From an optimization exercise on the open Yosys and OpenROAD flow, aimed at small area; shortcuts taken in it are not production practice. RTL that was checked went through simulation tests only; none was proved equivalent to the original. Power figures rest on the tool's default switching activity, not on a simulated workload.

==> inputs of raven <==
==> flow/design.v <==
`timescale 1ns / 1ps
package deq_pkg;
    localparam int DEPTH   = 32;
    localparam int IDX_W   = $clog2(DEPTH);
    localparam int DATA_W  = 32;
    localparam int REQ_W   = 3;
    localparam int STAT_W  = 2;
    localparam logic [REQ_W-1:0] REQ_PUSH_FRONT = 3'd0;
    localparam logic [REQ_W-1:0] REQ_PUSH_BACK  = 3'd1;
    localparam logic [REQ_W-1:0] REQ_POP_FRONT  = 3'd2;
    localparam logic [REQ_W-1:0] REQ_POP_BACK   = 3'd3;
    localparam logic [REQ_W-1:0] REQ_READ_ALL   = 3'd4;
endpackage
`timescale 1ns / 1ps
module deq_ram #(
    parameter int DATA_W = 32,
    parameter int WORDS  = 32,
    parameter int ADDR_W = $clog2(WORDS)
) (
    input  logic              clk,
    input  logic              we,
    input  logic [ADDR_W-1:0] waddr,
    input  logic [DATA_W-1:0] wdata,
    input  logic              re,
    input  logic [ADDR_W-1:0] raddr,
    input  logic              xsel,
    input  logic [DATA_W-1:0] xdata,
    output logic [DATA_W-1:0] rdata
);
    logic [DATA_W-1:0] mem [WORDS];
    logic [WORDS-1:0]  wsel;
    logic [WORDS-1:0]  rsel;
    always_comb
    begin
        for (int k = 0; k < WORDS; k++)
        begin
            wsel[k] = we && (waddr == ADDR_W'(k));
            rsel[k] = re && (raddr == ADDR_W'(k));
        end
    end
    for (genvar k = 0; k < WORDS; k++)
    begin : g_word
        always_ff @(posedge clk)
        begin
            if (wsel[k])
            begin
                mem[k] <= wdata;
            end
        end
    end
    always_comb
    begin
        rdata = {DATA_W{xsel}} & xdata;
        for (int k = 0; k < WORDS; k++)
        begin
            rdata = rdata | ({DATA_W{rsel[k]}} & mem[k]);
        end
    end
endmodule
`timescale 1ns / 1ps
module double_ended_queue (
    input  logic                                 clk,
    input  logic                                 rst_n,
    input  logic                                 start,
    output logic                                 busy,
    input  logic        [deq_pkg::REQ_W-1:0]     req_type,
    input  logic signed [deq_pkg::DATA_W-1:0]    push_value,
    output logic                                 done,
    output logic signed [deq_pkg::DATA_W-1:0]    out_value,
    output logic        [deq_pkg::STAT_W-1:0]    status,
    output logic                                 is_last
);
    localparam int IW = deq_pkg::IDX_W;
    logic          busy_reg, busy_next;
    logic          done_reg, done_next;
    logic          nonempty_reg, nonempty_next;
    logic [IW-1:0] front_reg, front_next;
    logic [IW-1:0] back_reg, back_next;
    logic [IW-1:0] raddr_reg, raddr_next;
    logic [deq_pkg::DATA_W-1:0] res_value_reg, res_value_next;
    logic [deq_pkg::STAT_W-1:0] res_status_reg, res_status_next;
    logic          one;
    logic          full;
    logic          mem_we;
    logic [IW-1:0] mem_waddr;
    logic          mem_re;
    logic          res_push;
    assign one  = (front_reg == back_reg);
    assign full = nonempty_reg && (back_reg + IW'(1) == front_reg);
    always_comb
    begin
        busy_next       = busy_reg;
        done_next       = 1'b0;
        nonempty_next   = nonempty_reg;
        front_next      = front_reg;
        back_next       = back_reg;
        raddr_next      = (req_type == deq_pkg::REQ_POP_BACK) ? back_reg : front_reg;
        mem_re          = 1'b0;
        res_push        = 1'b0;
        res_status_next = 2'd0;
        mem_we          = 1'b0;
        mem_waddr       = req_type[0] ? back_reg + IW'(1) : front_reg - IW'(1);
        if (busy_reg)
        begin
            done_next  = 1'b1;
            mem_re     = 1'b1;
            raddr_next = raddr_reg + IW'(1);
            busy_next  = (raddr_next != back_reg);
        end
        else if (start)
        begin
            unique case (req_type)
                deq_pkg::REQ_PUSH_FRONT, deq_pkg::REQ_PUSH_BACK:
                begin
                    done_next = 1'b1;
                    res_push  = 1'b1;
                    if (full)
                    begin
                        res_status_next = 2'd2;
                    end
                    else
                    begin
                        mem_we        = 1'b1;
                        nonempty_next = 1'b1;
                        if (req_type[0])
                        begin
                            back_next = mem_waddr;
                        end
                        else
                        begin
                            front_next = mem_waddr;
                        end
                    end
                end
                deq_pkg::REQ_POP_FRONT, deq_pkg::REQ_POP_BACK:
                begin
                    done_next = 1'b1;
                    if (nonempty_reg)
                    begin
                        mem_re        = 1'b1;
                        nonempty_next = !one;
                        if (req_type[0])
                        begin
                            back_next = back_reg - IW'(1);
                        end
                        else
                        begin
                            front_next = front_reg + IW'(1);
                        end
                    end
                    else
                    begin
                        res_status_next = 2'd1;
                    end
                end
                deq_pkg::REQ_READ_ALL:
                begin
                    done_next = 1'b1;
                    if (nonempty_reg)
                    begin
                        mem_re    = 1'b1;
                        busy_next = !one;
                    end
                    else
                    begin
                        res_status_next = 2'd1;
                    end
                end
                default:
                begin
                end
            endcase
        end
    end
    always_ff @(posedge clk or negedge rst_n)
    begin
        if (!rst_n)
        begin
            busy_reg     <= 1'b0;
            done_reg     <= 1'b0;
            nonempty_reg <= 1'b0;
            front_reg    <= '0;
            back_reg     <= '1;
        end
        else
        begin
            busy_reg     <= busy_next;
            done_reg     <= done_next;
            nonempty_reg <= nonempty_next;
            front_reg    <= front_next;
            back_reg     <= back_next;
        end
    end
    always_ff @(posedge clk)
    begin
        raddr_reg      <= raddr_next;
        res_value_reg  <= res_value_next;
        res_status_reg <= res_status_next;
    end
    deq_ram #(
        .DATA_W (deq_pkg::DATA_W),
        .WORDS  (deq_pkg::DEPTH)
    ) u_ram (
        .clk   (clk),
        .we    (mem_we),
        .waddr (mem_waddr),
        .wdata (push_value),
        .re    (mem_re),
        .raddr (raddr_next),
        .xsel  (res_push),
        .xdata (push_value),
        .rdata (res_value_next)
    );
    assign busy      = busy_reg;
    assign done      = done_reg;
    assign out_value = $signed(res_value_reg);
    assign status    = res_status_reg;
    assign is_last   = !busy_reg;
endmodule
==> flow/run.sh <==
#!/bin/bash
# synth_recipe.tcl (not shown) runs the flow's synth.tcl, then flattens the netlist and writes it again
# the make line also repeats each setting of config.mk as NAME=value (left out here)
make -C /OpenROAD-flow-scripts/flow DESIGN_CONFIG=/design/flow/config.mk WORK_HOME=/design/flow/orfs CLKGATE_MAP_FILE= SYNTH_SCRIPT=/design/flow/synth_recipe.tcl finish
==> flow/config.mk <==
export PLATFORM = sky130hd
export DESIGN_NAME = double_ended_queue
export DESIGN_NICKNAME = double_ended_queue
export VERILOG_FILES = /design/flow/design.v
export SDC_FILE = /design/flow/constraint.sdc
export NUM_CORES = 4
export LEC_CHECK = 0
export CAP_MARGIN = 20
export CORE_MARGIN = 2
export CORE_UTILIZATION = 40
export SLEW_MARGIN = 20
==> flow/constraint.sdc <==
create_clock -name core_clock -period 4.0 [get_ports {clk}]
set_input_delay 0.8000 -clock core_clock [delete_from_list [all_inputs] [get_ports {clk}]]
set_output_delay 0.8000 -clock core_clock [all_outputs]
set_load 0.01 [all_outputs]
==> cedar (differences from raven) <==
--- a/flow/design.v
+++ b/flow/design.v
@@ -14,2 +14,13 @@
 `timescale 1ns / 1ps
+module deq_aoi3 (
+    input  logic a0,
+    input  logic b0,
+    input  logic a1,
+    input  logic b1,
+    input  logic a2,
+    input  logic b2,
+    output logic y
+);
+    assign y = !((a0 && b0) || (a1 && b1) || (a2 && b2));
+endmodule
 module deq_ram #(
@@ -29,7 +40,11 @@
 );
+    localparam int INS    = WORDS + 1;
+    localparam int GROUPS = (INS + 2) / 3;
     logic [DATA_W-1:0] mem [WORDS];
     logic [WORDS-1:0]  wsel;
-    logic [WORDS-1:0]  rsel;
+    logic [3*GROUPS-1:0] rsel;
+    logic [DATA_W-1:0] rin [3*GROUPS];
     always_comb
     begin
+        rsel = '0;
         for (int k = 0; k < WORDS; k++)
@@ -38,2 +53,18 @@
             rsel[k] = re && (raddr == ADDR_W'(k));
+        end
+        rsel[WORDS] = xsel;
+        for (int k = 0; k < 3 * GROUPS; k++)
+        begin
+            if (k < WORDS)
+            begin
+                rin[k] = mem[k];
+            end
+            else if (k == WORDS)
+            begin
+                rin[k] = xdata;
+            end
+            else
+            begin
+                rin[k] = '0;
+            end
         end
@@ -50,9 +81,18 @@
     end
-    always_comb
-    begin
-        rdata = {DATA_W{xsel}} & xdata;
-        for (int k = 0; k < WORDS; k++)
-        begin
-            rdata = rdata | ({DATA_W{rsel[k]}} & mem[k]);
-        end
+    for (genvar b = 0; b < DATA_W; b++)
+    begin : g_bit
+        logic [GROUPS-1:0] grp_n;
+        for (genvar g = 0; g < GROUPS; g++)
+        begin : g_grp
+            deq_aoi3 u_aoi (
+                .a0 (rsel[3*g]),
+                .b0 (rin[3*g][b]),
+                .a1 (rsel[3*g+1]),
+                .b1 (rin[3*g+1][b]),
+                .a2 (rsel[3*g+2]),
+                .b2 (rin[3*g+2][b]),
+                .y  (grp_n[g])
+            );
+        end
+        assign rdata[b] = !(&grp_n);
     end
@@ -78,3 +118,4 @@
     logic [IW-1:0] back_reg, back_next;
-    logic [IW-1:0] raddr_reg, raddr_next;
+    logic [IW-1:0] rnext_reg, rnext_next;
+    logic [IW-1:0] raddr;
     logic [deq_pkg::DATA_W-1:0] res_value_reg, res_value_next;
@@ -96,3 +137,4 @@
         back_next       = back_reg;
-        raddr_next      = (req_type == deq_pkg::REQ_POP_BACK) ? back_reg : front_reg;
+        raddr           = req_type[0] ? back_reg : front_reg;
+        rnext_next      = front_reg + IW'(1);
         mem_re          = 1'b0;
@@ -106,4 +148,5 @@
             mem_re     = 1'b1;
-            raddr_next = raddr_reg + IW'(1);
-            busy_next  = (raddr_next != back_reg);
+            raddr      = rnext_reg;
+            rnext_next = rnext_reg + IW'(1);
+            busy_next  = (rnext_reg != back_reg);
         end
@@ -195,3 +238,3 @@
     begin
-        raddr_reg      <= raddr_next;
+        rnext_reg      <= rnext_next;
         res_value_reg  <= res_value_next;
@@ -208,3 +251,3 @@
         .re    (mem_re),
-        .raddr (raddr_next),
+        .raddr (raddr),
         .xsel  (res_push),
==> flow/flow/run.sh (new file) <==
#!/bin/bash
# Standard layout with buf_4 input and buf_2 output port buffers, a clock tree
# of clkbuf_8 leaf buffers without dummy loads, and one buffer placed at the
# middle of each high-fanout net's loads right after global placement (before
# the resizer repairs slew and capacitance).
here=$(pwd)
export BUFFER_PORTS_ARGS="-inputs -buffer_cell sky130_fd_sc_hd__buf_4"
export CTS_ARGS="-sink_clustering_enable -repair_clock_nets -dont_use_dummy_load -buf_list {sky130_fd_sc_hd__clkbuf_8} -root_buf sky130_fd_sc_hd__clkbuf_16 -sink_clustering_size 16 -sink_clustering_max_diameter 60"
cat $here/flow/outbuf.tcl $here/flow/fanout_buffers.tcl > $here/post_gpl.tcl
export POST_GLOBAL_PLACE_TCL=$here/post_gpl.tcl
bash standard.sh > flow.log 2>&1
==> flow/flow/fanout_buffers.tcl (new file) <==
# Give each signal net with many loads one buffer at the centre of its loads,
# unless a buffer (such as a port buffer) already drives it.
set block [ord::get_db_block]
set dbu [$block getDefUnits]
set min_loads 16
set count 0
foreach net [$block getNets] {
  if {[$net getSigType] ne "SIGNAL"} { continue }
  if {[$net getName] eq "clk"} { continue }
  set loads {}
  set driver ""
  foreach it [$net getITerms] {
    if {[$it isOutputSignal]} { set driver $it } elseif {[$it isInputSignal]} { lappend loads $it }
  }
  if {$driver eq "" || [llength $loads] < $min_loads} { continue }
  set dm [[$driver getInst] getMaster]
  if {[string match "*__buf_*" [$dm getName]] || [string match "*__clkbuf_*" [$dm getName]]} { continue }
  set sx 0; set sy 0
  foreach it $loads {
    set xy [$it getAvgXY]
    if {[lindex $xy 0] == 0} { set box [[$it getInst] getBBox]; set x [$box xCenter]; set y [$box yCenter] } else { set x [lindex $xy 1]; set y [lindex $xy 2] }
    set sx [expr {$sx + $x}]; set sy [expr {$sy + $y}]
  }
  set n [llength $loads]
  set cx [expr {double($sx) / $n / $dbu}]
  set cy [expr {double($sy) / $n / $dbu}]
  insert_buffer -buffer_cell sky130_fd_sc_hd__buf_2 -net [get_nets [$net getName]] -location [list $cx $cy] -buffer_name fanbuf_$count
  incr count
}
puts "fanout_buffers: inserted $count buffers"
==> flow/flow/outbuf.tcl (new file) <==
# Buffer the outputs with small buffers (they drive only the output load).
buffer_ports -outputs -buffer_cell sky130_fd_sc_hd__buf_2
==> flow/standard.sh (new file) <==
#!/bin/bash
# synth_recipe.tcl (not shown) runs the flow's synth.tcl, then flattens the netlist and writes it again
# the make line also repeats each setting of config.mk as NAME=value (left out here)
make -C /OpenROAD-flow-scripts/flow DESIGN_CONFIG=/design/flow/config.mk WORK_HOME=/design/flow/orfs CLKGATE_MAP_FILE= SYNTH_SCRIPT=/design/flow/synth_recipe.tcl "${@:-finish}"
--- a/flow/config.mk
+++ b/flow/config.mk
@@ -9,3 +9,6 @@
 export CORE_MARGIN = 2
-export CORE_UTILIZATION = 40
+export CORE_UTILIZATION = 70
+export GPL_TIMING_DRIVEN = 0
+export SETUP_SLACK_MARGIN = 0.15
 export SLEW_MARGIN = 20
+export SYNTH_HIERARCHICAL = 1
removed: flow/run.sh
==> summary.txt <==
Run status
  • Status: no timing/DRC/antenna violations

STA
  • Least-Margin Pin Slew: about 1.1 ns
  • RSZ-0062 raised after global routing: false
  • Final setup margin: roughly 0.13 ns

Setup path
  • Crit Path Max Fanout: 10
  • Reg-to-reg startpoint: raddr_reg[0]

Floorplanning
  • Die width: between 300 and 400 um

Synth
  • Top cell type's share of synthesized area: 0.7609

Min path
  • Worst hold path type: flop to flop

Power
  • P_comb: around 12 mW
  • LEAKAGE: between 15 and 20 nW
  • Clock share of power: 0.285

Drt
  • Starting DRT DRC Count: between 4000 and 5000

Clock network
  • Num CTS Buffers: roughly 110

Global route
  • Largest net degree at the start of global routing: 39

Place
  • Placed Instance Area: about 46000 um^2
[end of results for raven]
==> summary.txt <==
Run status
  • Status: no timing/DRC/antenna violations

Min path
  • Worst hold path type: input pin to asynchronous set/reset pin

STA
  • RSZ-0062 raised after global routing: true
  • Final setup margin: roughly 0.13 ns

Floorplanning
  • Die width: 236.0 um

Setup path
  • Crit Path Max Fanout: 33

Power
  • LEAKAGE: approximately 13 nW
  • Clock share of power: 0.217

Place
  • Placed Instance Area: between 30000 and 40000 um^2

Synth
  • Top cell type's share of synthesized area: 0.8162

Global route
  • Largest net degree at the start of global routing: 34
[end of results for cedar]
Function not checked in raven: the RTL went through the layout flow alone.

what the ideal ports hide:
How much do the figures lean on ideal ports? The routed layouts below were timed once more, with nothing changed but the port constraints. Step 1, drivers: a clkbuf_16 drives clk and a buf_2 each remaining input, both assumed. Step 2 times the ports against the registers' clock, not the clock port: input delays grow and output delays shrink by t, the midpoint of the rising clock arrivals with the driver on. Three values: no drivers, after step 1, after step 2; two values: the first two.
run | t (ns) | setup slack, ns | worst setup path after step 2
raven | 0.747 | 0.133 / 0.133 / -0.471 | input to register
cedar | 0.632 | 0.127 / 0.127 / -0.452 | input to register
Met with ideal ports but missed after step 2: setup timing in raven and cedar. For raven, which loses most, drivers alone change the setup slack by 0.000 ns; drivers and shift together by -0.604 ns.
